Source: an optimization exercise on an open RTL-to-GDS flow (aim: small area). Production flows keep margins and buffers that such runs may drop. The RTL was checked by simulation tests, not by an equivalence proof against the original design. Power figures rest on the tool's default switching activity, not on a simulated workload.

## flow/flow/run.sh

```bash
#!/bin/bash
# Own layout flow: the standard layout (standard.sh, standard synthesis unchanged) with two
# changes to how the layout is built:
# - clock tree synthesis without dummy loads, with larger sink clusters on clkbuf_16 leaf buffers
#   (fewer clock buffers; flip-flop clock slew stays near 110 ps in estimates);
# - each port still gets its own buffer, but of the smallest buffer cell.
# Each tool's full output goes to its own log under orfs/logs/; make's output to std_flow.log.
set -euo pipefail
CTS="-sink_clustering_enable -repair_clock_nets -dont_use_dummy_load"
CTS="$CTS -buf_list {sky130_fd_sc_hd__clkbuf_8 sky130_fd_sc_hd__clkbuf_16}"
CTS="$CTS -root_buf sky130_fd_sc_hd__clkbuf_16 -sink_clustering_buffer sky130_fd_sc_hd__clkbuf_16"
CTS="$CTS -sink_clustering_size 28 -sink_clustering_max_diameter 80"
bash standard.sh \
    "CTS_ARGS=$CTS" \
    "BUFFER_PORTS_ARGS=-buffer_cell sky130_fd_sc_hd__buf_1" \
    finish > std_flow.log 2>&1
```

## flow/standard.sh

```bash
#!/bin/bash
# synth_recipe.tcl (not shown) runs the flow's synth.tcl, then flattens the netlist and writes it again
# the make line also repeats each setting of config.mk as NAME=value (left out here)
make -C /OpenROAD-flow-scripts/flow DESIGN_CONFIG=/design/flow/config.mk WORK_HOME=/design/flow/orfs CLKGATE_MAP_FILE= SYNTH_SCRIPT=/design/flow/synth_recipe.tcl "${@:-finish}"
```

## flow/config.mk

```make
export PLATFORM = sky130hd
export DESIGN_NAME = reg_read_bank
export DESIGN_NICKNAME = reg_read_bank
export VERILOG_FILES = /design/flow/design.v
export SDC_FILE = /design/flow/constraint.sdc
export NUM_CORES = 4
export LEC_CHECK = 0
export CAP_MARGIN = 10
export CORE_MARGIN = 2
export CORE_UTILIZATION = 50
export PLACE_DENSITY = 0.65
export SLEW_MARGIN = 10
export SYNTH_HIERARCHICAL = 1
```

## flow/constraint.sdc

```tcl
create_clock -name core_clock -period 5.0 [get_ports {clk}]
set_input_delay 1.0000 -clock core_clock [delete_from_list [all_inputs] [get_ports {clk}]]
set_output_delay 1.0000 -clock core_clock [all_outputs]
set_load 0.01 [all_outputs]
```

## flow/design.v

```verilog
module reg_read_bank #(
    parameter int WIDTH = 32,
    parameter int SIZE  = 5
) (
    input  logic             clk,
    input  logic             reset,
    input  logic             we,
    input  logic [SIZE-1:0]  wr_addr,
    input  logic [WIDTH-1:0] wr_data,
    input  logic             rd_req,
    input  logic [SIZE-1:0]  rd_addr_a,
    input  logic [SIZE-1:0]  rd_addr_b,
    output logic [WIDTH-1:0] rd_data_a,
    output logic [WIDTH-1:0] rd_data_b,
    output logic             rd_valid
);
    localparam int DEPTH = 2 ** SIZE;
    localparam int NTERM = DEPTH;
    logic [DEPTH-1:1] wsel;      
    logic [DEPTH-1:1] wsel_n;
    logic [DEPTH-1:1] valid;     
    logic [NTERM-1:0] sel_a;     
    logic [NTERM-1:0] sel_b;
    logic [DEPTH*WIDTH-1:WIDTH] qv;    
    always_comb begin
        for (int i = 1; i < DEPTH; i++) begin
            wsel[i]   = we && (wr_addr == SIZE'(i));
            wsel_n[i] = !wsel[i];
            sel_a[i]  = rd_req && valid[i] && (rd_addr_a == SIZE'(i));
            sel_b[i]  = rd_req && valid[i] && (rd_addr_b == SIZE'(i));
        end
        sel_a[0] = !rd_req;
        sel_b[0] = !rd_req;
    end
    always_ff @(posedge clk or negedge reset) begin
        if (!reset) begin
            valid <= '0;
        end else begin
            valid <= valid | wsel;
        end
    end
    for (genvar i = 1; i < DEPTH; i++) begin : g_ent
        logic [WIDTH-1:0] word;
        logic [WIDTH-1:0] word_d;
        for (genvar b = 0; b < WIDTH; b++) begin : g_bit
            rb_ao22 u_wr (
                .a0(word[b]), .s0(wsel_n[i]), .a1(wr_data[b]), .s1(wsel[i]), .y(word_d[b])
            );
        end
        always_ff @(posedge clk) begin
            word <= word_d;
        end
        assign qv[i*WIDTH +: WIDTH] = word;
    end
    logic [WIDTH-1:0] next_a;
    logic [WIDTH-1:0] next_b;
    rb_read_port #(.WIDTH(WIDTH), .NTERM(NTERM)) u_port_a (
        .d({qv, rd_data_a}), .sel(sel_a), .y(next_a)
    );
    rb_read_port #(.WIDTH(WIDTH), .NTERM(NTERM)) u_port_b (
        .d({qv, rd_data_b}), .sel(sel_b), .y(next_b)
    );
    always_ff @(posedge clk or negedge reset) begin
        if (!reset) begin
            rd_data_a <= '0;
            rd_data_b <= '0;
            rd_valid  <= 1'b0;
        end else begin
            rd_data_a <= next_a;
            rd_data_b <= next_b;
            rd_valid  <= rd_req;
        end
    end
endmodule
module rb_read_port #(
    parameter int WIDTH = 32,
    parameter int NTERM = 32
) (
    input  logic [NTERM*WIDTH-1:0] d,
    input  logic [NTERM-1:0]       sel,
    output logic [WIDTH-1:0]       y
);
    localparam int NG3  = (NTERM - 2) / 3;           
    localparam int NREM = NTERM - 3 * NG3;           
    localparam int NQ   = NG3 / 4;                   
    localparam int NLEFT = NG3 - 4 * NQ;             
    for (genvar b = 0; b < WIDTH; b++) begin : g_bit
        logic [NG3-1:0] g_n;     
        logic [NQ:0]    p;       
        logic           z;       
        for (genvar g = 0; g < NG3; g++) begin : g_grp
            rb_aoi222 u_aoi (
                .a0(d[(3*g)*WIDTH+b]),   .s0(sel[3*g]),
                .a1(d[(3*g+1)*WIDTH+b]), .s1(sel[3*g+1]),
                .a2(d[(3*g+2)*WIDTH+b]), .s2(sel[3*g+2]),
                .y(g_n[g])
            );
        end
        for (genvar k = 0; k < NQ; k++) begin : g_nand4
            rb_nand4 u_nand (.a(g_n[4*k]), .b(g_n[4*k+1]), .c(g_n[4*k+2]), .d(g_n[4*k+3]), .y(p[k]));
        end
        if (NLEFT == 0) begin : g_left0
            assign p[NQ] = 1'b0;
        end else if (NLEFT == 1) begin : g_left1
            assign p[NQ] = !g_n[4*NQ];
        end else if (NLEFT == 2) begin : g_left2
            rb_nand2 u_nand (.a(g_n[4*NQ]), .b(g_n[4*NQ+1]), .y(p[NQ]));
        end else begin : g_left3
            assign p[NQ] = !(&g_n[NG3-1:4*NQ]);
        end
        if (NREM == 2) begin : g_rem2
            rb_ao22 u_ao (
                .a0(d[(3*NG3)*WIDTH+b]),   .s0(sel[3*NG3]),
                .a1(d[(3*NG3+1)*WIDTH+b]), .s1(sel[3*NG3+1]),
                .y(z)
            );
        end else begin : g_remn
            always_comb begin
                z = 1'b0;
                for (int t = 3 * NG3; t < NTERM; t++) begin
                    z = z | (d[t*WIDTH+b] & sel[t]);
                end
            end
        end
        if (NQ == 2) begin : g_or4
            rb_or4 u_or (.a(p[0]), .b(p[1]), .c(p[2]), .d(z), .y(y[b]));
        end else begin : g_orn
            assign y[b] = (|p) | z;
        end
    end
endmodule
module rb_ao22 (
    input  logic a0, s0, a1, s1,
    output logic y
);
    assign y = (a0 & s0) | (a1 & s1);
endmodule
module rb_aoi222 (
    input  logic a0, s0, a1, s1, a2, s2,
    output logic y
);
    assign y = !((a0 & s0) | (a1 & s1) | (a2 & s2));
endmodule
module rb_nand4 (
    input  logic a, b, c, d,
    output logic y
);
    assign y = !(a & b & c & d);
endmodule
module rb_or4 (
    input  logic a, b, c, d,
    output logic y
);
    assign y = a | b | c | d;
endmodule
module rb_nand2 (
    input  logic a, b,
    output logic y
);
    assign y = !(a & b);
endmodule
```

==> metrics.cfg, run 1 <==
[timing]
setup_slack_ps = 1400
rsz0062_at_grt = false
min_period_ps = 3600
max_freq_ghz = 0.278
timing.final.crit_share_pct = 72.0
finalSetupViolations = 0
relSlewSlack_pct = -4.96
hold_viol_final = 0
skew_ps = 54.9
slew_viol_final = 17
setup_tns_ps = 0
tightest_slew_ps = 1570

[clock_network]
holdBufCountCts = 0
path_clk_slew_ps = 110
cts_tree = built
clock_path_buffers = 3
numCtsBuffers = 48
cts_resized = 0
ctsHtreeMaxLevel = 2
cts_setup_buffers = 0
clock-sinks = 1088
clock_latency_ps = 660
cts_root_buf = clkbuf_16

[placed_design]
io_buffer_count = 115
hpwl_mm = 109
place.gp.congestion = 1.04
post-place-ws_ps = 999
placed_area_sq_mm = 0.0440
dpl.cell_count = 4592

[setup_path]
worstPathArrival_ps = 4130
endpoint_kind = flop
worstRegToRegCells = 5
critPathMaxFanout = 19
cp-start-kind = primary input
crit_required_ps = 5530
critical_path_class = in -> reg

[synth]
synth_area_leader_cell = dfxtp_1
ys.flop_type = dfxtp_1
syn_nets = 3327
netlist_top_cells_count = a22o_1, dfxtp_1, a222oi_1, nand4_1, nand2_1
async_flop_share_pct = 8.82
ys_seq_area_share_pct = 54.4
synth_top_area_share_pct = 48.5
synth_edf_count = 0
synth_cell_types = 34
netlist_area_sq_mm = 0.0409
syn_inst = 3276
ys_ff_latch = 1088
synth.most_common_cell = a22o_1
synthTopCellsByArea = dfxtp_1, a22o_1, a222oi_1
yosysWarnings = 7
synth.avg_cell_area_sq_um = 12.5

[drt]
drt_iter0_drc = 10400
via_count = 41100
drc = 0
via_per_inst = 8.84
final_antenna_net_count = 0
drtPass1Iterations = 15
drt_wl_total_mm = 197
routedWlPerCell_microns = 42.4

[die]
num_rows = 104
die_h_microns = 290
design.die.area_sq_mm = 0.0841
dieWidth_microns = 290
ios = 116
initial_core_util_pct = 50.6
core_sq_mm = 0.0808

[power_and_ir_drop]
p_per_area_mw_per_mm2 = 418
p_leak_nw = 17.6
peakVddDrop_uv = 249

[hold_path]
hold_path_class = in -> async

[global_route]
grt_pass1_wl_mm = 277
grt_overflow_total = 0
grt_pass1_vias = 39800
grt_max_degree = 65
grt_use_total_pct = 44.3
antenna_found_initial = 12

[outcome]
so_faults = max-capacitance violations, max-slew violations
status = complete, but fails checks

[finish]
final_cells = 4655
nNetsFinal = 3634
area_delta_synth_final_pct = 10.8
drive_gt1_share_pct = 7.48
stdcell_area_sq_mm = 0.0453
fillers = 6833
post-route-util_pct = 56.1

[flow_run]
maxCapViolCount = 1

worst paths after layout:
check / slack (ps) / end / start
worst max-delay path: 1400 / rd_data_a[31] / rd_req
worst min-delay path: 260 / rd_data_a[12] / reset
worst max register to register: 2050 / rd_data_b[10] / valid[12]
worst min register to register: 480 / valid[9] / valid[9]
max in group asynchronous: 3650 / valid[9] / reset
min in group core_clock: 480 / valid[9] / valid[9]
critical path, stage by stage:
cell and delay (ps):
buf_1 300, and4b_1 390, and3_1 720, buf_4 520, a222oi_1 510, nand4_1 140
or4_1 520
sequential cells by signal, summed over array words and instances, names as in the netlist:
name        flops
rd_data_a      32
g_ent.word    992
valid          31
rd_data_b      32
rd_valid        1
power breakdown:
group	internal, W	switching (W)
registers	0.0104	0.00149
logic	0.00151	0.00103
clock network	0.00173	0.00278
logic make-up after synthesis:
logic type | after synthesis | share of synthesized area (%)
buffers and inverters | 26 | 0.315
and+or+nand+nor | 435 | 6.43
AOI/OAI and AO/OA | 1727 | 38.8
DFF | 1088 | 54.4
final cells by class:
| cell class | count | area [sq um] | share of cell area [%] |
|---|---|---|---|
| flip-flops and latches | 1088 | 22300 | 49.1 |
| well taps | 1060 | 1330 | 2.93 |
| multi-input cells | 2162 | 18800 | 41.5 |
| repair buffers | 280 | 1690 | 3.73 |
| diodes | 14 | 35.0 | 0.0773 |
| inverters | 3 | 11.3 | 0.0249 |
| clock buffers | 48 | 1200 | 2.65 |
through the flow:
stage,hold WS [ps],total power (W)
final,262,0.0189
after floorplan,433,0.0134
after CTS,252,0.0188
after detailed placement,457,0.0145
after global routing,262,0.0195
after global placement,447,0.0142
cells in the final DEF (no fill, tap or decap):
cell type	netlist	routed
nor4_2	0	1
nand4_1	129	129
diode_2	0	14
nand4bb_1	4	4
and4b_1	9	9
nor2_4	0	31
or4b_4	1	1
nor4bb_1	2	1
a222oi_1	640	640
nor2_1	35	4
dfxtp_1	992	992
nand2b_1	2	2
and3_2	0	3
a22o_1	1056	1056
buf_1	0	112
nor4b_4	1	1
and4bb_2	7	7
clkbuf_2	3	2
buf_12	0	1
buf_4	2	164
or4_1	64	64
nand4b_1	3	3
clkbuf_16	0	48
nor3_2	0	2
or2_2	1	1
a21o_1	30	30
o21ai_0	1	1
nor4b_2	2	3
and2_0	1	1
nor2b_1	8	8
nand2_1	98	98
inv_2	0	1
inv_1	3	2
and3_1	58	55
nor4bb_2	0	1
and2_1	3	3
dfrtp_1	96	96
and4_1	3	3
clkbuf_4	0	1
modules after synthesis, one instance, submodules excluded, excerpt:
module | cells | flops+latches | times used | cell area (sq um)
rb_aoi222 | 1 | 0 | 640 | 10.0
rb_or4 | 1 | 0 | 64 | 7.51
rb_ao22 | 1 | 0 | 1056 | 8.76
reg_read_bank | 1324 | 1088 | 1 | 23700
rb_nand4 | 1 | 0 | 128 | 6.26
rb_nand2 | 1 | 0 | 64 | 3.75
per-layer routing:
metal / vias to the layer above / part of all wire (%) / GRT usage, %
met2: 4406 / 40 / 62.1
met3: 1055 / 17 / 17.1
met4: 2 / 8.9 / 32.8
li1: 15700 / - / -
met5: - / 0.043 / 0.681
met1: 19900 / 34 / 55.1
==> run 2: changes to the inputs <==
--- a/flow/config.mk
+++ b/flow/config.mk
@@ -7,3 +7,3 @@
 export LEC_CHECK = 0
-export CAP_MARGIN = 10
+export CAP_MARGIN = 20
 export CORE_MARGIN = 2
@@ -11,3 +11,3 @@
 export PLACE_DENSITY = 0.65
-export SLEW_MARGIN = 10
+export SLEW_MARGIN = 20
 export SYNTH_HIERARCHICAL = 1
==> metrics.cfg, run 2 <==
[synth]
yosysWarnings = 7  ; unchanged
synth.most_common_cell = a22o_1
async_flop_share_pct = 8.82  ; unchanged
synth.avg_cell_area_sq_um = 12.5  ; unchanged
synth_edf_count = 0  ; unchanged
synth_adder_area_share_pct = 0  ; unchanged
yosys.area_share.xor_xnor_pct = 0  ; unchanged
synth_top_family_by_area = compound AO/OA/AOI/OAI gates
synth_area_leader_cell = dfxtp_1
ys_seq_area_share_pct = 54.4  ; unchanged
netlist_area_sq_mm = 0.0409  ; unchanged
muxShareOfSynthArea_pct = 0  ; unchanged
ys.flop_type = dfxtp_1
ys_ff_latch = 1088  ; unchanged
synth_top_area_share_pct = 48.5  ; unchanged
synth_compound_area_share_pct = 38.8  ; unchanged
synth_cell_types = 34  ; unchanged
syn_nets = 3327  ; unchanged
synthTopCellsByArea = dfxtp_1, a22o_1, a222oi_1
synthSimpleGateAreaFrac_pct = 6.43  ; unchanged
syn_inst = 3276  ; unchanged
netlist_top_cells_count = a22o_1, dfxtp_1, a222oi_1, nand4_1, nand2_1

[placed_design]
placed_area_sq_mm = 0.0441  ; +0.11%
post-place-ws_ps = 1020  ; +18.0 ps
dpl.cell_count = 4594  ; +0.044%
io_buffer_count = 115  ; unchanged
hpwl_mm = 109  ; +0.23%
place.gp.congestion = 1.04  ; unchanged

[clock_network]
ctsHtreeMaxLevel = 2  ; unchanged
cts_root_buf = clkbuf_16
clock_path_buffers = 3  ; unchanged
cts_tree = built
clock-sinks = 1088  ; unchanged
numCtsBuffers = 49  ; +2.1%
cts_resized = 0  ; unchanged
path_clk_slew_ps = 110  ; about the same
clock_latency_ps = 670  ; about the same
cts_setup_buffers = 0  ; unchanged
holdBufCountCts = 0  ; unchanged

[drt]
via_count = 41200  ; +0.13%
drtPass1Iterations = 13  ; -2
dr.max_layer_used = met5
route.met2.wl_mm = 79.0  ; -0.13%
drc = 0  ; unchanged
drt_wl_total_mm = 197  ; about the same
routed-wl-met3_mm = 33.2  ; +1.3%
final_antenna_net_count = 0  ; unchanged
drt_iter0_drc = 10200  ; -1.5%
wl_met1_mm = 68.6  ; +1.1%
routedWlPerCell_microns = 42.4  ; about the same
via_per_inst = 8.86  ; +0.24%

[timing]
skew_ps = 50.1  ; -4.82 ps
rsz0062_at_grt = false
setup_slack_ps = 1340  ; -55.5 ps
fin_worst_hold_slack_ps = 245  ; -17.1 ps
relSlewSlack_pct = 19.5  ; +24 points
slew_viol_final = 0  ; -17
finalSetupViolations = 0  ; unchanged
timing.final.crit_share_pct = 73.1  ; +1.1 points
tightest_slew_ps = 1210  ; -367 ps
hold_viol_final = 0  ; unchanged
min_period_ps = 3660  ; +55.6 ps
setup_tns_ps = 0  ; unchanged
max_freq_ghz = 0.274  ; -1.5%

[global_route]
grt_use_total_pct = 44.4  ; +0.096 points
antenna_found_initial = 7  ; -5
grt_max_degree = 65  ; unchanged
grt_pass1_wl_mm = 277  ; about the same
grt_pass1_vias = 39800  ; +0.073%
grt_overflow_total = 0  ; unchanged

[setup_path]
critPathMaxFanout = 18  ; -1
worstPathArrival_ps = 4190  ; +60 ps
worstRegToRegCells = 5  ; unchanged
r2r_end = rd_data_b[10]
endpoint_kind = flop
crit_required_ps = 5530  ; about the same
cp-start-kind = primary input
r2r-start = valid[12]
critical_path_class = in -> reg
r2r_setup_slack_ps = 2040  ; about the same

[power_and_ir_drop]
p_per_area_mw_per_mm2 = 418  ; about the same
p_leak_nw = 17.6  ; +0.23%
peakVddDrop_uv = 238  ; -4.3%

[finish]
area_delta_synth_final_pct = 11.0
final_cell_mix = a22o_1, dfxtp_1, a222oi_1
drive_gt1_share_pct = 7.64  ; +0.16 points
fillers = 6882  ; +0.72%
nNetsFinal = 3638  ; +0.11%
layout_commonest_cell = a22o_1
final_cells = 4650  ; -0.11%
top_regs = g_ent.word (992), rd_data_a (32), rd_data_b (32)
stdcell_area_sq_mm = 0.0454  ; +0.18%
regMostFlops = g_ent.word
multi_input_area_sq_mm = 0.0188  ; about the same
largest_reg_flops = 992  ; unchanged
register_area_sq_mm = 0.0223  ; unchanged

[die]
core_sq_mm = 0.0808  ; unchanged
die_h_microns = 290  ; unchanged
ios = 116  ; unchanged
dieWidth_microns = 290  ; unchanged
num_rows = 104  ; unchanged
design.die.area_sq_mm = 0.0841  ; unchanged
initial_core_util_pct = 50.6  ; unchanged

[flow_run]
maxCapViolCount = 0  ; -1

[hold_path]
hold_path_class = in -> async

[outcome]
status = finished clean

run 2: cell count changes in the layout (fill, tap and decap cells not counted), sizes merged:
cell,delta
buf,+3
clkbuf,+1
diode,-9
run 2: how the worst max path moves through the flow:
stage / start / endpoint / slack, ps
final: rd_addr_b[2] / rd_data_b[9] / 1340
after global routing: rd_req / rd_data_b[9] / 1400
after CTS: rd_addr_b[2] / rd_data_b[9] / 1610
after detailed placement: rd_addr_b[2] / rd_data_b[9] / 1020
after global placement: rd_req / rd_data_a[31] / 1080
after floorplan: rd_addr_b[0] / rd_data_b[0] / 760
run 2: cell families after synthesis:
group | count (synthesis)
AOI/OAI and AO/OA | 1727
DFF | 1088
and+or+nand+nor | 435
buffers and inverters | 26
run 2: metal layers:
metal / vias to the layer above / global-route usage (%)
met5: - / 0.681
met4: 10 / 31.2
met3: 1000 / 18.0
met2: 4406 / 62.1
met1: 20000 / 55.4
li1: 15700 / -
run 2: layout make-up:
class | count | share of cell area (%)
Timing Repair Buffer | 283 | 3.89
Antenna cell | 5 | 0.0276
Inverter | 3 | 0.0248
Multi-Input combinational cell | 2162 | 41.4
Tap cell | 1060 | 2.92
Sequential cell | 1088 | 49.0
Clock buffer | 49 | 2.70
run 2: where the power goes:
group | switching [W] | internal (W) | total [W] | leakage (nW)
sequential | 0.00149 | 0.0104 | 0.0119 | 9.48
combinational | 0.00103 | 0.00151 | 0.00254 | 7.54
clock | 0.00279 | 0.00176 | 0.00455 | 0.604
run 2: critical path, cell delays in order:
cell and delay [ps]:
buf_1 420, and4bb_2 330, and3_1 600, buf_4 470, a222oi_1 580, nand4_1 200
or4_1 550
run 2: per-stage QoR:
step           utilization, %  total power, W
5_1_grt                  56.2          0.0195
3_3_place_gp             54.5          0.0142
3_5_place_dp             54.6          0.0145
2_1_floorplan               -          0.0134
6_report                 56.2          0.0190
4_1_cts                  56.1          0.0188
run 2: per-module statistics from Yosys (local to each module, per instance), a selection:
| module | cells inside | flops+latches |
|---|---|---|
| reg_read_bank | 1324 | 1088 |
| rb_ao22 | 1 | 0 |
| rb_or4 | 1 | 0 |
| rb_nand2 | 1 | 0 |
| rb_aoi222 | 1 | 0 |
| rb_nand4 | 1 | 0 |
==> run 3: changes to the inputs <==
--- a/flow/design.v
+++ b/flow/design.v
@@ -18,17 +18,41 @@
     localparam int NTERM = DEPTH;
-    logic [DEPTH-1:1] wsel;      
-    logic [DEPTH-1:1] wsel_n;
-    logic [DEPTH-1:1] valid;     
-    logic [NTERM-1:0] sel_a;     
-    logic [NTERM-1:0] sel_b;
-    logic [DEPTH*WIDTH-1:WIDTH] qv;    
+    localparam int NH    = 2;                        
+    localparam int HW    = WIDTH / NH;               
+    localparam int LOB   = SIZE - SIZE / 2;          
+    localparam int HIB   = SIZE / 2;                 
+    logic [DEPTH-1:1]       valid;       
+    logic [2**LOB-1:0]      w_lo;        
+    logic [2**HIB-1:0]      w_hi;        
+    logic [2**LOB-1:0]      a_lo;        
+    logic [2**HIB-1:0]      a_hi;        
+    logic [2**LOB-1:0]      b_lo;
+    logic [2**HIB-1:0]      b_hi;
+    logic [DEPTH-1:1]       wsel   [NH];     
+    logic [DEPTH-1:1]       wsel_n [NH];
+    logic [NTERM-1:0]       sel_a  [NH];     
+    logic [NTERM-1:0]       sel_b  [NH];
+    logic [DEPTH*WIDTH-1:WIDTH] qv;          
     always_comb begin
-        for (int i = 1; i < DEPTH; i++) begin
-            wsel[i]   = we && (wr_addr == SIZE'(i));
-            wsel_n[i] = !wsel[i];
-            sel_a[i]  = rd_req && valid[i] && (rd_addr_a == SIZE'(i));
-            sel_b[i]  = rd_req && valid[i] && (rd_addr_b == SIZE'(i));
-        end
-        sel_a[0] = !rd_req;
-        sel_b[0] = !rd_req;
+        for (int k = 0; k < 2 ** LOB; k++) begin
+            w_lo[k] = (wr_addr[LOB-1:0] == LOB'(k));
+            a_lo[k] = (rd_addr_a[LOB-1:0] == LOB'(k));
+            b_lo[k] = (rd_addr_b[LOB-1:0] == LOB'(k));
+        end
+        for (int m = 0; m < 2 ** HIB; m++) begin
+            w_hi[m] = we && (wr_addr[SIZE-1:LOB] == HIB'(m));
+            a_hi[m] = rd_req && (rd_addr_a[SIZE-1:LOB] == HIB'(m));
+            b_hi[m] = rd_req && (rd_addr_b[SIZE-1:LOB] == HIB'(m));
+        end
+    end
+    for (genvar h = 0; h < NH; h++) begin : g_half
+        for (genvar i = 1; i < DEPTH; i++) begin : g_dec
+            localparam int LO = i % (2 ** LOB);
+            localparam int HI = i / (2 ** LOB);
+            rb_and2  u_w  (.a(w_hi[HI]), .b(w_lo[LO]), .y(wsel[h][i]));
+            rb_nand2 u_wn (.a(w_hi[HI]), .b(w_lo[LO]), .y(wsel_n[h][i]));
+            rb_and3  u_a  (.a(a_hi[HI]), .b(a_lo[LO]), .c(valid[i]), .y(sel_a[h][i]));
+            rb_and3  u_b  (.a(b_hi[HI]), .b(b_lo[LO]), .c(valid[i]), .y(sel_b[h][i]));
+        end
+        assign sel_a[h][0] = !rd_req;
+        assign sel_b[h][0] = !rd_req;
     end
@@ -38,3 +62,3 @@
         end else begin
-            valid <= valid | wsel;
+            valid <= valid | wsel[0];
         end
@@ -46,3 +70,4 @@
             rb_ao22 u_wr (
-                .a0(word[b]), .s0(wsel_n[i]), .a1(wr_data[b]), .s1(wsel[i]), .y(word_d[b])
+                .a0(word[b]), .s0(wsel_n[b / HW][i]), .a1(wr_data[b]), .s1(wsel[b / HW][i]),
+                .y(word_d[b])
             );
@@ -56,8 +81,14 @@
     logic [WIDTH-1:0] next_b;
-    rb_read_port #(.WIDTH(WIDTH), .NTERM(NTERM)) u_port_a (
-        .d({qv, rd_data_a}), .sel(sel_a), .y(next_a)
-    );
-    rb_read_port #(.WIDTH(WIDTH), .NTERM(NTERM)) u_port_b (
-        .d({qv, rd_data_b}), .sel(sel_b), .y(next_b)
-    );
+    for (genvar h = 0; h < NH; h++) begin : g_rd
+        logic [DEPTH*HW-1:HW] qh;    
+        for (genvar i = 1; i < DEPTH; i++) begin : g_q
+            assign qh[i*HW +: HW] = qv[i*WIDTH + h*HW +: HW];
+        end
+        rb_read_port #(.WIDTH(HW), .NTERM(NTERM)) u_port_a (
+            .d({qh, rd_data_a[h*HW +: HW]}), .sel(sel_a[h]), .y(next_a[h*HW +: HW])
+        );
+        rb_read_port #(.WIDTH(HW), .NTERM(NTERM)) u_port_b (
+            .d({qh, rd_data_b[h*HW +: HW]}), .sel(sel_b[h]), .y(next_b[h*HW +: HW])
+        );
+    end
     always_ff @(posedge clk or negedge reset) begin
@@ -155,2 +186,14 @@
 endmodule
+module rb_and3 (
+    input  logic a, b, c,
+    output logic y
+);
+    assign y = a & b & c;
+endmodule
+module rb_and2 (
+    input  logic a, b,
+    output logic y
+);
+    assign y = a & b;
+endmodule
 module rb_nand2 (
==> metrics.cfg, run 3 <==
[outcome]
status = finished clean

[synth]
ys_seq_area_share_pct = 53.9  ; -0.55 points
synth.avg_cell_area_sq_um = 12.3  ; -1.4%
synth_cell_types = 16  ; -53%
synthTopCellsByArea = dfxtp_1, a22o_1, a222oi_1
synth_area_leader_cell = dfxtp_1
synth_top_area_share_pct = 48.1  ; -0.49 points
synth_edf_count = 0  ; unchanged
netlist_top_cells_count = a22o_1, dfxtp_1, a222oi_1, nand4_1, and3_1
ys_ff_latch = 1088  ; unchanged
synth.most_common_cell = a22o_1
syn_nets = 3407  ; +2.4%
async_flop_share_pct = 8.82  ; unchanged
netlist_area_sq_mm = 0.0413  ; +1.0%
yosysWarnings = 13  ; +6
syn_inst = 3356  ; +2.4%
ys.flop_type = dfxtp_1

[finish]
area_delta_synth_final_pct = 8.23
largest_reg_flops = 992  ; unchanged
regMostFlops = g_ent.word
top_regs = g_ent.word (992), rd_data_a (32), rd_data_b (32)
post-route-util_pct = 54.6  ; -1.6 points
fillers = 7006  ; +1.8%
nNetsFinal = 3613  ; -0.69%
register_area_sq_mm = 0.0223  ; unchanged
drive_gt1_share_pct = 4.86  ; -2.8 points
multi_input_area_sq_mm = 0.0191  ; +1.6%
final_cell_mix = a22o_1, dfxtp_1, a222oi_1
layout_commonest_cell = a22o_1
final_cells = 4634  ; -0.34%

[clock_network]
cts_setup_buffers = 0  ; unchanged
holdBufCountCts = 0  ; unchanged
numCtsBuffers = 50  ; +2.0%
clock_latency_ps = 680  ; about the same
cts_tree = built
cts_root_buf = clkbuf_16
cts_resized = 0  ; unchanged
clock-sinks = 1088  ; unchanged
ctsHtreeMaxLevel = 2  ; unchanged
clock_path_buffers = 3  ; unchanged
path_clk_slew_ps = 110  ; about the same

[timing]
skew_ps = 62.5  ; +12.5 ps
min_period_ps = 3620  ; -31.0 ps
max_freq_ghz = 0.276  ; +0.86%
hold_viol_final = 0  ; unchanged
fin_worst_hold_slack_ps = 492  ; +247 ps
setup_tns_ps = 0  ; unchanged
tightest_slew_ps = 1120  ; -88.0 ps
slew_viol_final = 0  ; unchanged
finalSetupViolations = 0  ; unchanged
timing.final.crit_share_pct = 72.5  ; -0.62 points
relSlewSlack_pct = 25.3  ; +5.8 points
rsz0062_at_grt = false

[die]
num_rows = 105  ; +0.96%
design.die.area_sq_mm = 0.0850  ; +1.0%
die_h_microns = 291  ; +0.50%
dieWidth_microns = 291  ; +0.50%
ios = 116  ; unchanged
initial_core_util_pct = 50.4  ; -0.22 points
core_sq_mm = 0.0820  ; +1.4%

[setup_path]
r2r_setup_slack_ps = 2210  ; +170 ps
r2r_end = rd_data_a[29]
critical_path_class = in -> reg
crit_required_ps = 5510  ; -20 ps
endpoint_kind = flop
worstPathArrival_ps = 4140  ; -50 ps
critPathMaxFanout = 16  ; -2
path_cells = buf_1, and3b_1, buf_4, and3_1, a222oi_1, nand4_1, or4_1
worstRegToRegCells = 4  ; -1
r2r-start = valid[12]
cp_slowest_stage_delay_ps = 660  ; +60 ps
cp-start-kind = primary input
cpMaxStageDelayCell = a222oi_1

[global_route]
grt_overflow_total = 0  ; unchanged
grt_pass1_vias = 35500  ; -11%
grt_use_total_pct = 37.3  ; -7.1 points
antenna_found_initial = 14  ; +7
grt_pass1_wl_mm = 245  ; -12%
grt_max_degree = 65  ; unchanged

[placed_design]
place.gp.congestion = 0.986  ; -5.4%
io_buffer_count = 115  ; unchanged
dpl.cell_count = 4580  ; -0.30%
hpwl_mm = 113  ; +3.7%

[power_and_ir_drop]
power_frac_comb_pct = 13.4  ; about the same
seqPwrFrac_pct = 62.9  ; +0.2 points
p_per_area_mw_per_mm2 = 428  ; +2.2%
internal_power_w = 0.0137  ; about the same
p_leak_nw = 17.5  ; -0.87%
finalPower_w = 0.0191  ; +0.74%
peakVddDrop_uv = 247  ; +3.8%
clock_power_share_pct = 23.8  ; about the same
net-switching-power_w = 0.00543  ; +2.4%
switching_share_pct = 28.4  ; +0.47 points

[drt]
via_per_inst = 8.39  ; -5.2%
drt_wl_total_mm = 167  ; -15%
drtPass1Iterations = 22  ; +9
drc = 0  ; unchanged
drt_iter0_drc = 9333  ; -8.8%
routedWlPerCell_microns = 36.0  ; -15%
via_count = 38900  ; -5.6%
final_antenna_net_count = 0  ; unchanged

[hold_path]
hold_path_class = in -> async

[flow_run]
maxCapViolCount = 0  ; unchanged

-- run 3: layout make-up --
type	instances	area share, %
Antenna cell	4	0.0224
Clock buffer	50	2.80
Inverter	1	0.00839
Multi-Input combinational cell	2267	42.7
Sequential cell	1088	49.8
Tap cell	1070	2.99
Timing Repair Buffer	154	1.72
-- run 3: critical path: cells and delay by family --
family	cells	cell delay (ps)
and+or+nand+nor	4	1970
buffers and inverters	2	490
AOI/OAI and AO/OA	1	660
-- run 3: cells by family after synthesis --
kind of cell    share of synthesized area [%]
compound gates                           37.9
buf+inv                               0.00908
flops                                    53.9
simple gates                             8.23
-- run 3: power by group through the flow --
| stage | Sequential (W) | Clock (W) | Combinational (W) |
|---|---|---|---|
| after global routing | 0.0122 | 0.00488 | 0.00271 |
| after detailed placement | 0.0121 | 0 | 0.00248 |
| after floorplan | 0.0116 | 0 | 0.00176 |
| final | 0.0120 | 0.00455 | 0.00255 |
| after CTS | 0.0119 | 0.00458 | 0.00249 |
| after global placement | 0.0120 | 0 | 0.00239 |
-- run 3: per-module statistics from Yosys (local to each module, per instance), a selection --
module,flops+latches,times used
rb_nand2,0,126
rb_and2,0,62
rb_or4,0,64
rb_and3,0,124
rb_aoi222,0,640
rb_ao22,0,1056
rb_nand4,0,128
reg_read_bank,1088,1
-- run 3: worst max-delay path by stage --
stage	from	to	slack, ps	depth (start not counted)
floorplan	wr_addr[4]	g_ent[1].word[0]	1700	3
global placement	rd_req	rd_data_a[29]	1000	7
detailed placement	rd_req	rd_data_a[29]	990	7
CTS	rd_req	rd_data_a[29]	1660	7
global route	rd_req	rd_data_a[29]	1460	7
finish	rd_req	rd_data_a[29]	1380	7
-- run 3: metal layers --
metal,routed length (microns),track usage (%)
met5,31,0
met4,3820,7.42
met3,26500,12.2
met2,68900,53.2
met1,67800,54.8
-- run 3: through the flow --
step	setup slack (ps)	cell area, sq um
floorplan	1700	41300
global placement	998	43500
detailed placement	985	43500
CTS	1660	44700
global route	1460	44700
finish	1380	44700
==> run 4: changes to the inputs <==
--- a/flow/config.mk
+++ b/flow/config.mk
@@ -9,4 +9,4 @@
 export CORE_MARGIN = 2
-export CORE_UTILIZATION = 50
-export PLACE_DENSITY = 0.65
+export CORE_UTILIZATION = 45
+export PLACE_DENSITY = 0.6
 export SLEW_MARGIN = 20
==> metrics.cfg, run 4 <==
[outcome]
status = finished clean

[timing]
tightest_slew_ps = 1220  ; +105 ps
setup_slack_ps = 1160  ; -211 ps
finalSetupViolations = 0  ; unchanged
relSlewSlack_pct = 18.4  ; -6.9 points
setup_tns_ps = 0  ; unchanged
skew_ps = 65.6  ; +3.10 ps
fin_worst_hold_slack_ps = 282  ; -210 ps
timing.final.crit_share_pct = 76.7  ; +4.2 points
hold_viol_final = 0  ; unchanged
rsz0062_at_grt = false
min_period_ps = 3840  ; +211 ps
slew_viol_final = 0  ; unchanged
max_freq_ghz = 0.261  ; -5.5%

[drt]
drtPass1Iterations = 17  ; -23%
final_antenna_net_count = 0  ; unchanged
drt_iter0_drc = 10800  ; +16%
routedWlPerCell_microns = 38.7  ; +7.5%
drc = 0  ; unchanged
drt_wl_total_mm = 183  ; +9.7%
via_per_inst = 8.35  ; -0.51%
via_count = 39500  ; +1.6%

[finish]
fillers = 8160  ; +16%
drive_gt1_share_pct = 4.35  ; -0.51 points
largest_reg_flops = 992  ; unchanged
top_regs = g_ent.word (992), rd_data_a (32), rd_data_b (32)
regMostFlops = g_ent.word
nNetsFinal = 3595  ; -0.50%
layout_commonest_cell = a22o_1
register_area_sq_mm = 0.0223  ; unchanged
final_cell_mix = a22o_1, dfxtp_1, a222oi_1
multi_input_area_sq_mm = 0.0191  ; about the same
post-route-util_pct = 49.0  ; -5.6 points
area_delta_synth_final_pct = 8.28  ; about the same

[die]
num_rows = 111  ; +5.7%
die_h_microns = 307  ; +5.3%
design.die.area_sq_mm = 0.0943  ; +11%
initial_core_util_pct = 45.2  ; -5.2 points
dieWidth_microns = 307  ; +5.3%
ios = 116  ; unchanged
core_sq_mm = 0.0914  ; +11%

[synth]
muxShareOfSynthArea_pct = 0  ; unchanged
netlist_top_cells_count = a22o_1, dfxtp_1, a222oi_1, nand4_1, and3_1
synth_edf_count = 0  ; unchanged
synthSimpleGateAreaFrac_pct = 8.23  ; unchanged
ys_seq_area_share_pct = 53.9  ; unchanged
syn_inst = 3356  ; unchanged
netlist_area_sq_mm = 0.0413  ; unchanged
syn_nets = 3407  ; unchanged
synth_adder_area_share_pct = 0  ; unchanged
synth_top_family_by_area = compound AO/OA/AOI/OAI gates
synth_top_area_share_pct = 48.1  ; unchanged
synth_area_leader_cell = dfxtp_1
ys.flop_type = dfxtp_1
synth.avg_cell_area_sq_um = 12.3  ; unchanged
synth.most_common_cell = a22o_1
synthTopCellsByArea = dfxtp_1, a22o_1, a222oi_1
yosys.area_share.xor_xnor_pct = 0  ; unchanged
yosysWarnings = 13  ; unchanged
synth_cell_types = 16  ; unchanged
ys_ff_latch = 1088  ; unchanged
async_flop_share_pct = 8.82  ; unchanged
synth_compound_area_share_pct = 37.9  ; unchanged

[power_and_ir_drop]
p_per_area_mw_per_mm2 = 433  ; +1.4%
peakVddDrop_uv = 216  ; -13%
p_leak_nw = 17.4  ; -0.40%
finalPower_w = 0.0194  ; +1.4%

[clock_network]
clock-sinks = 1088  ; unchanged
cts_root_buf = clkbuf_16
holdBufCountCts = 0  ; unchanged
cts_resized = 0  ; unchanged
path_clk_slew_ps = 110  ; about the same
clock_path_buffers = 3  ; unchanged
cts_setup_buffers = 0  ; unchanged
cts_tree = built
ctsHtreeMaxLevel = 2  ; unchanged
clock_latency_ps = 680  ; about the same
numCtsBuffers = 51  ; +2.0%

[flow_run]
maxCapViolCount = 0  ; unchanged

[placed_design]
io_buffer_count = 115  ; unchanged
place.gp.congestion = 1.03  ; +4.8%
post-place-ws_ps = 866  ; -120 ps
hpwl_mm = 124  ; +9.0%

[setup_path]
critPathMaxFanout = 16  ; unchanged
critical_path_class = in -> reg
cp-start-kind = primary input
crit_required_ps = 5520  ; about the same
worstPathArrival_ps = 4360  ; +220 ps
endpoint_kind = flop

[global_route]
antenna_found_initial = 14  ; unchanged
grt_pass1_vias = 35900  ; +1.2%
grt_pass1_wl_mm = 261  ; +6.8%
grt_use_total_pct = 36.9  ; -0.41 points
grt_max_degree = 65  ; unchanged
grt_overflow_total = 0  ; unchanged

[hold_path]
hold_path_class = in -> async

## run 4: stage by stage
step / cells / cell area, sq um
6_report: 4730 / 44700
5_1_grt: 4728 / 44700
4_1_cts: 4728 / 44700
3_5_place_dp: 4677 / 43500
3_3_place_gp: 4677 / 43500
2_1_floorplan: 3356 / 41300
## run 4: per-layer routing
layer | vias up | part of all wire [%] | GRT usage, %
met5 | - | 0.027 | 0
met4 | 8 | 3.5 | 10.1
met3 | 456 | 16 | 13.1
met2 | 3496 | 41 | 52.2
met1 | 19800 | 39 | 52.7
li1 | 15800 | - | -
## run 4: kinds of logic after synthesis
group / Yosys count
AOI/OAI and AO/OA: 1696
buffers and inverters: 1
DFF: 1088
and+or+nand+nor: 571
## run 4: power by group
| group | internal (W) | switching (W) | total, W | leakage [nW] |
|---|---|---|---|---|
| clock network | 0.00183 | 0.00282 | 0.00464 | 0.628 |
| logic | 0.00149 | 0.00109 | 0.00258 | 7.29 |
| registers | 0.0104 | 0.00177 | 0.0122 | 9.49 |
## run 4: path summary, 6_finish.rpt
kind                              startpoint                 to  slack (ps)  cells after the start
min reg2reg                g_ent[9].word[14]  g_ent[9].word[14]         520                      1
min in group core_clock    g_ent[9].word[14]  g_ent[9].word[14]         520                      1
max in group asynchronous              reset      rd_data_b[25]        3490                      2
min                                    reset      rd_data_b[12]         280                      1
max                                   rd_req      rd_data_b[16]        1160                      6
max reg2reg                        valid[19]      rd_data_b[16]        1750                      4
## run 4: layout make-up
class	count	share of cell area, %
Sequential cell	1088	49.8
Multi-Input combinational cell	2267	42.7
Tap cell	1186	3.32
Clock buffer	51	2.85
Timing Repair Buffer	135	1.40
Antenna cell	2	0.0112
Inverter	1	0.00839
## run 4: critical path, cell delays in order
cell and delay, ps:
buf_1 180, and3b_1 500, and3_1 720, a222oi_1 920
nand4_1 400, or4_1 610
## run 4: per-module statistics from Yosys, one instance, submodules excluded, a selection
module	copies in the design	area [sq um]	flops+latches	cells
rb_and2	62	6.26	0	1
rb_and3	124	6.26	0	1
rb_ao22	1056	8.76	0	1
rb_aoi222	640	10.0	0	1
rb_nand2	126	3.75	0	1
rb_nand4	128	6.26	0	1
rb_or4	64	7.51	0	1
reg_read_bank	1	22700	1088	1156
==> run 5: changes to the inputs <==
--- a/flow/config.mk
+++ b/flow/config.mk
@@ -9,3 +9,3 @@
 export CORE_MARGIN = 2
-export CORE_UTILIZATION = 45
+export CORE_UTILIZATION = 40
 export PLACE_DENSITY = 0.6
==> metrics.cfg, run 5 <==
[synth]
ys_seq_area_share_pct = 53.9  ; unchanged
yosysWarnings = 13  ; unchanged
synth_top_area_share_pct = 48.1  ; unchanged
async_flop_share_pct = 8.82  ; unchanged
ys.flop_type = dfxtp_1
netlist_top_cells_count = a22o_1, dfxtp_1, a222oi_1, nand4_1, and3_1
syn_nets = 3407  ; unchanged
synthTopCellsByArea = dfxtp_1, a22o_1, a222oi_1
ys_ff_latch = 1088  ; unchanged
synth.most_common_cell = a22o_1
synth_area_leader_cell = dfxtp_1
synth_edf_count = 0  ; unchanged
synth.avg_cell_area_sq_um = 12.3  ; unchanged
synth_cell_types = 16  ; unchanged
netlist_area_sq_mm = 0.0413  ; unchanged
syn_inst = 3356  ; unchanged

[die]
num_rows = 117  ; +5.4%
ios = 116  ; unchanged
core_sq_mm = 0.102  ; +12%
die_h_microns = 325  ; +6.0%
design.die.area_sq_mm = 0.106  ; +12%
initial_core_util_pct = 40.4  ; -4.8 points
dieWidth_microns = 325  ; +6.0%

[clock_network]
holdBufCountCts = 0  ; unchanged
cts_tree = built
clock_latency_ps = 680  ; about the same
cts_setup_buffers = 0  ; unchanged
cts_resized = 0  ; unchanged
path_clk_slew_ps = 110  ; about the same
cts_root_buf = clkbuf_16
ctsHtreeMaxLevel = 2  ; unchanged
clock_path_buffers = 3  ; unchanged
numCtsBuffers = 49  ; -3.9%
clock-sinks = 1088  ; unchanged

[timing]
min_period_ps = 3730  ; -103 ps
skew_ps = 75.7  ; +10.1 ps
slew_viol_final = 0  ; unchanged
max_freq_ghz = 0.268  ; +2.8%
tightest_slew_ps = 1200  ; -28.2 ps
timing.final.crit_share_pct = 74.7  ; -2.1 points
hold_viol_final = 0  ; unchanged
finalSetupViolations = 0  ; unchanged
setup_tns_ps = 0  ; unchanged
rsz0062_at_grt = false
relSlewSlack_pct = 20.3  ; +1.9 points

[finish]
top_regs = g_ent.word (992), rd_data_a (32), rd_data_b (32)
largest_reg_flops = 992  ; unchanged
regMostFlops = g_ent.word
layout_commonest_cell = a22o_1
stdcell_area_sq_mm = 0.0451  ; +0.73%
nNetsFinal = 3611  ; +0.45%
area_delta_synth_final_pct = 9.07
final_cell_mix = a22o_1, dfxtp_1, a222oi_1
drive_gt1_share_pct = 4.81  ; +0.46 points
fillers = 9534  ; +17%

[setup_path]
cp-start-kind = primary input
critPathMaxFanout = 16  ; unchanged
crit_required_ps = 5520  ; about the same
endpoint_kind = flop
worstPathArrival_ps = 4250  ; -110 ps
critical_path_class = in -> reg

[power_and_ir_drop]
p_per_area_mw_per_mm2 = 427  ; -1.5%
peakVddDrop_uv = 331  ; +53%
p_leak_nw = 17.5  ; +0.34%

[drt]
drt_wl_total_mm = 189  ; +3.2%
final_antenna_net_count = 0  ; unchanged
drt_iter0_drc = 10400  ; -3.4%
via_per_inst = 7.99  ; -4.3%
routedWlPerCell_microns = 38.4  ; -0.96%
drc = 0  ; unchanged
via_count = 39400  ; -0.27%
drtPass1Iterations = 17  ; unchanged

[global_route]
grt_use_total_pct = 33.8  ; -3.1 points
grt_max_degree = 55  ; -15%
grt_pass1_wl_mm = 267  ; +2.3%
grt_overflow_total = 0  ; unchanged
antenna_found_initial = 14  ; unchanged
grt_pass1_vias = 34800  ; -3.1%

[placed_design]
placed_area_sq_mm = 0.0438  ; +0.86%
place.gp.congestion = 0.958  ; -7.2%
hpwl_mm = 122  ; -1.5%
io_buffer_count = 115  ; unchanged

[flow_run]
maxCapViolCount = 0  ; unchanged

[outcome]
status = finished clean

[hold_path]
hold_path_class = in -> async

==> run 5: cell counts after synthesis <==
No cell type changed its count.
==> run 5: worst paths after layout <==
check | slack [ps] | from | to | depth (start not counted)
setup / recovery | 1270 | rd_req | rd_data_b[28] | 6
hold / removal | 460 | reset | rd_data_b[30] | 1
setup reg to reg | 2010 | valid[18] | rd_data_b[28] | 4
hold reg to reg | 520 | g_ent[22].word[12] | g_ent[22].word[12] | 1
max in group asynchronous | 3510 | reset | valid[7] | 2
min in group core_clock | 520 | g_ent[22].word[12] | g_ent[22].word[12] | 1
==> run 5: per-module statistics from Yosys, one instance, submodules excluded, excerpt <==
module | cells inside | flops+latches | cell area (sq um)
rb_ao22 | 1 | 0 | 8.76
rb_aoi222 | 1 | 0 | 10.0
rb_and2 | 1 | 0 | 6.26
rb_nand4 | 1 | 0 | 6.26
rb_or4 | 1 | 0 | 7.51
rb_nand2 | 1 | 0 | 3.75
rb_and3 | 1 | 0 | 6.26
reg_read_bank | 1156 | 1088 | 22700
==> run 5: kinds of logic after synthesis <==
| group | synth area share, % |
|---|---|
| AOI/OAI and AO/OA | 37.9 |
| buffers and inverters | 0.00908 |
| DFF | 53.9 |
| and+or+nand+nor | 8.23 |
==> run 5: cell type report <==
| cell class | count | area (sq um) | share of cell area, % |
|---|---|---|---|
| flip-flops and latches | 1088 | 22300 | 49.4 |
| multi-input cells | 2267 | 19100 | 42.4 |
| well taps | 1368 | 1710 | 3.80 |
| clock buffers | 49 | 1230 | 2.72 |
| repair buffers | 153 | 761 | 1.69 |
| diodes | 3 | 7.51 | 0.0167 |
| inverters | 1 | 3.75 | 0.00833 |
==> run 5: metal layers <==
metal	GRT usage, %	up-vias	part of all wire, %
li1	-	15800	-
met1	47.6	19700	39
met2	49.2	3465	41
met3	10.0	440	15
met4	10.9	12	4.2
met5	0	-	0.042
==> run 5: critical path: stages <==
cell	delay [ps]
buf_1	270
and3b_1	510
and3_1	640
a222oi_1	760
nand4_1	420
or4_1	630
==> run 5: metrics by stage <==
| step | setup slack (ps) | total power (W) | hold WS [ps] | util (%) | cells |
|---|---|---|---|---|---|
| after floorplan | 1700 | 0.0134 | 477 | - | 3356 |
| after global placement | 789 | 0.0146 | 488 | 42.9 | 4877 |
| after detailed placement | 838 | 0.0147 | 493 | 42.9 | 4877 |
| after CTS | 1540 | 0.0191 | 476 | 44.1 | 4926 |
| after global routing | 1230 | 0.0198 | 509 | 44.1 | 4926 |
| final | 1270 | 0.0192 | 464 | 44.1 | 4929 |
==> run 5: power by group <==
part           switching [W]  total [W]  internal, W
logic                0.00106    0.00254      0.00149
registers            0.00170     0.0121       0.0104
clock network        0.00283    0.00459      0.00176
total                0.00559     0.0192       0.0137

-- what the ideal ports hide --
Ports are ideal in the flow. The routed layouts listed here were re-timed in OpenROAD.
Step 1 sets driving cells, clkbuf_16 on the clock port and buf_2 on the other inputs (assumed; they add their load-dependent delay and slew).
Step 2 adds t to the input delays and takes it off the output delays; t is the mean of the earliest and latest rising clock arrival at the registers after step 1. Input paths then give back, and output paths get back, about the clock's delay inside the block.
a / b / c = ideal ports / drivers / drivers and shift; a / b = the first two.
run	t, ns	slack for setup (ns)	hold slack, ns	clock arrival spread, ns
run 1	0.705	1.400 / 1.441 / 0.736	0.262 / 0.221 / 0.475	0.057 / 0.056
run 2	0.714	1.344 / 1.380 / 0.666	0.245 / 0.197 / 0.470	0.052 / 0.051
run 3	0.708	1.375 / 1.411 / 0.703	0.492 / 0.457 / 0.518	0.065 / 0.065
run 4	0.724	1.164 / 1.220 / 0.496	0.282 / 0.239 / 0.520	0.067 / 0.067
run 5	0.713	1.267 / 1.305 / 0.593	0.464 / 0.419 / 0.519	0.079 / 0.079
For run 2, which loses most, drivers alone change the setup slack by +0.036 ns; drivers and shift together by -0.678 ns.
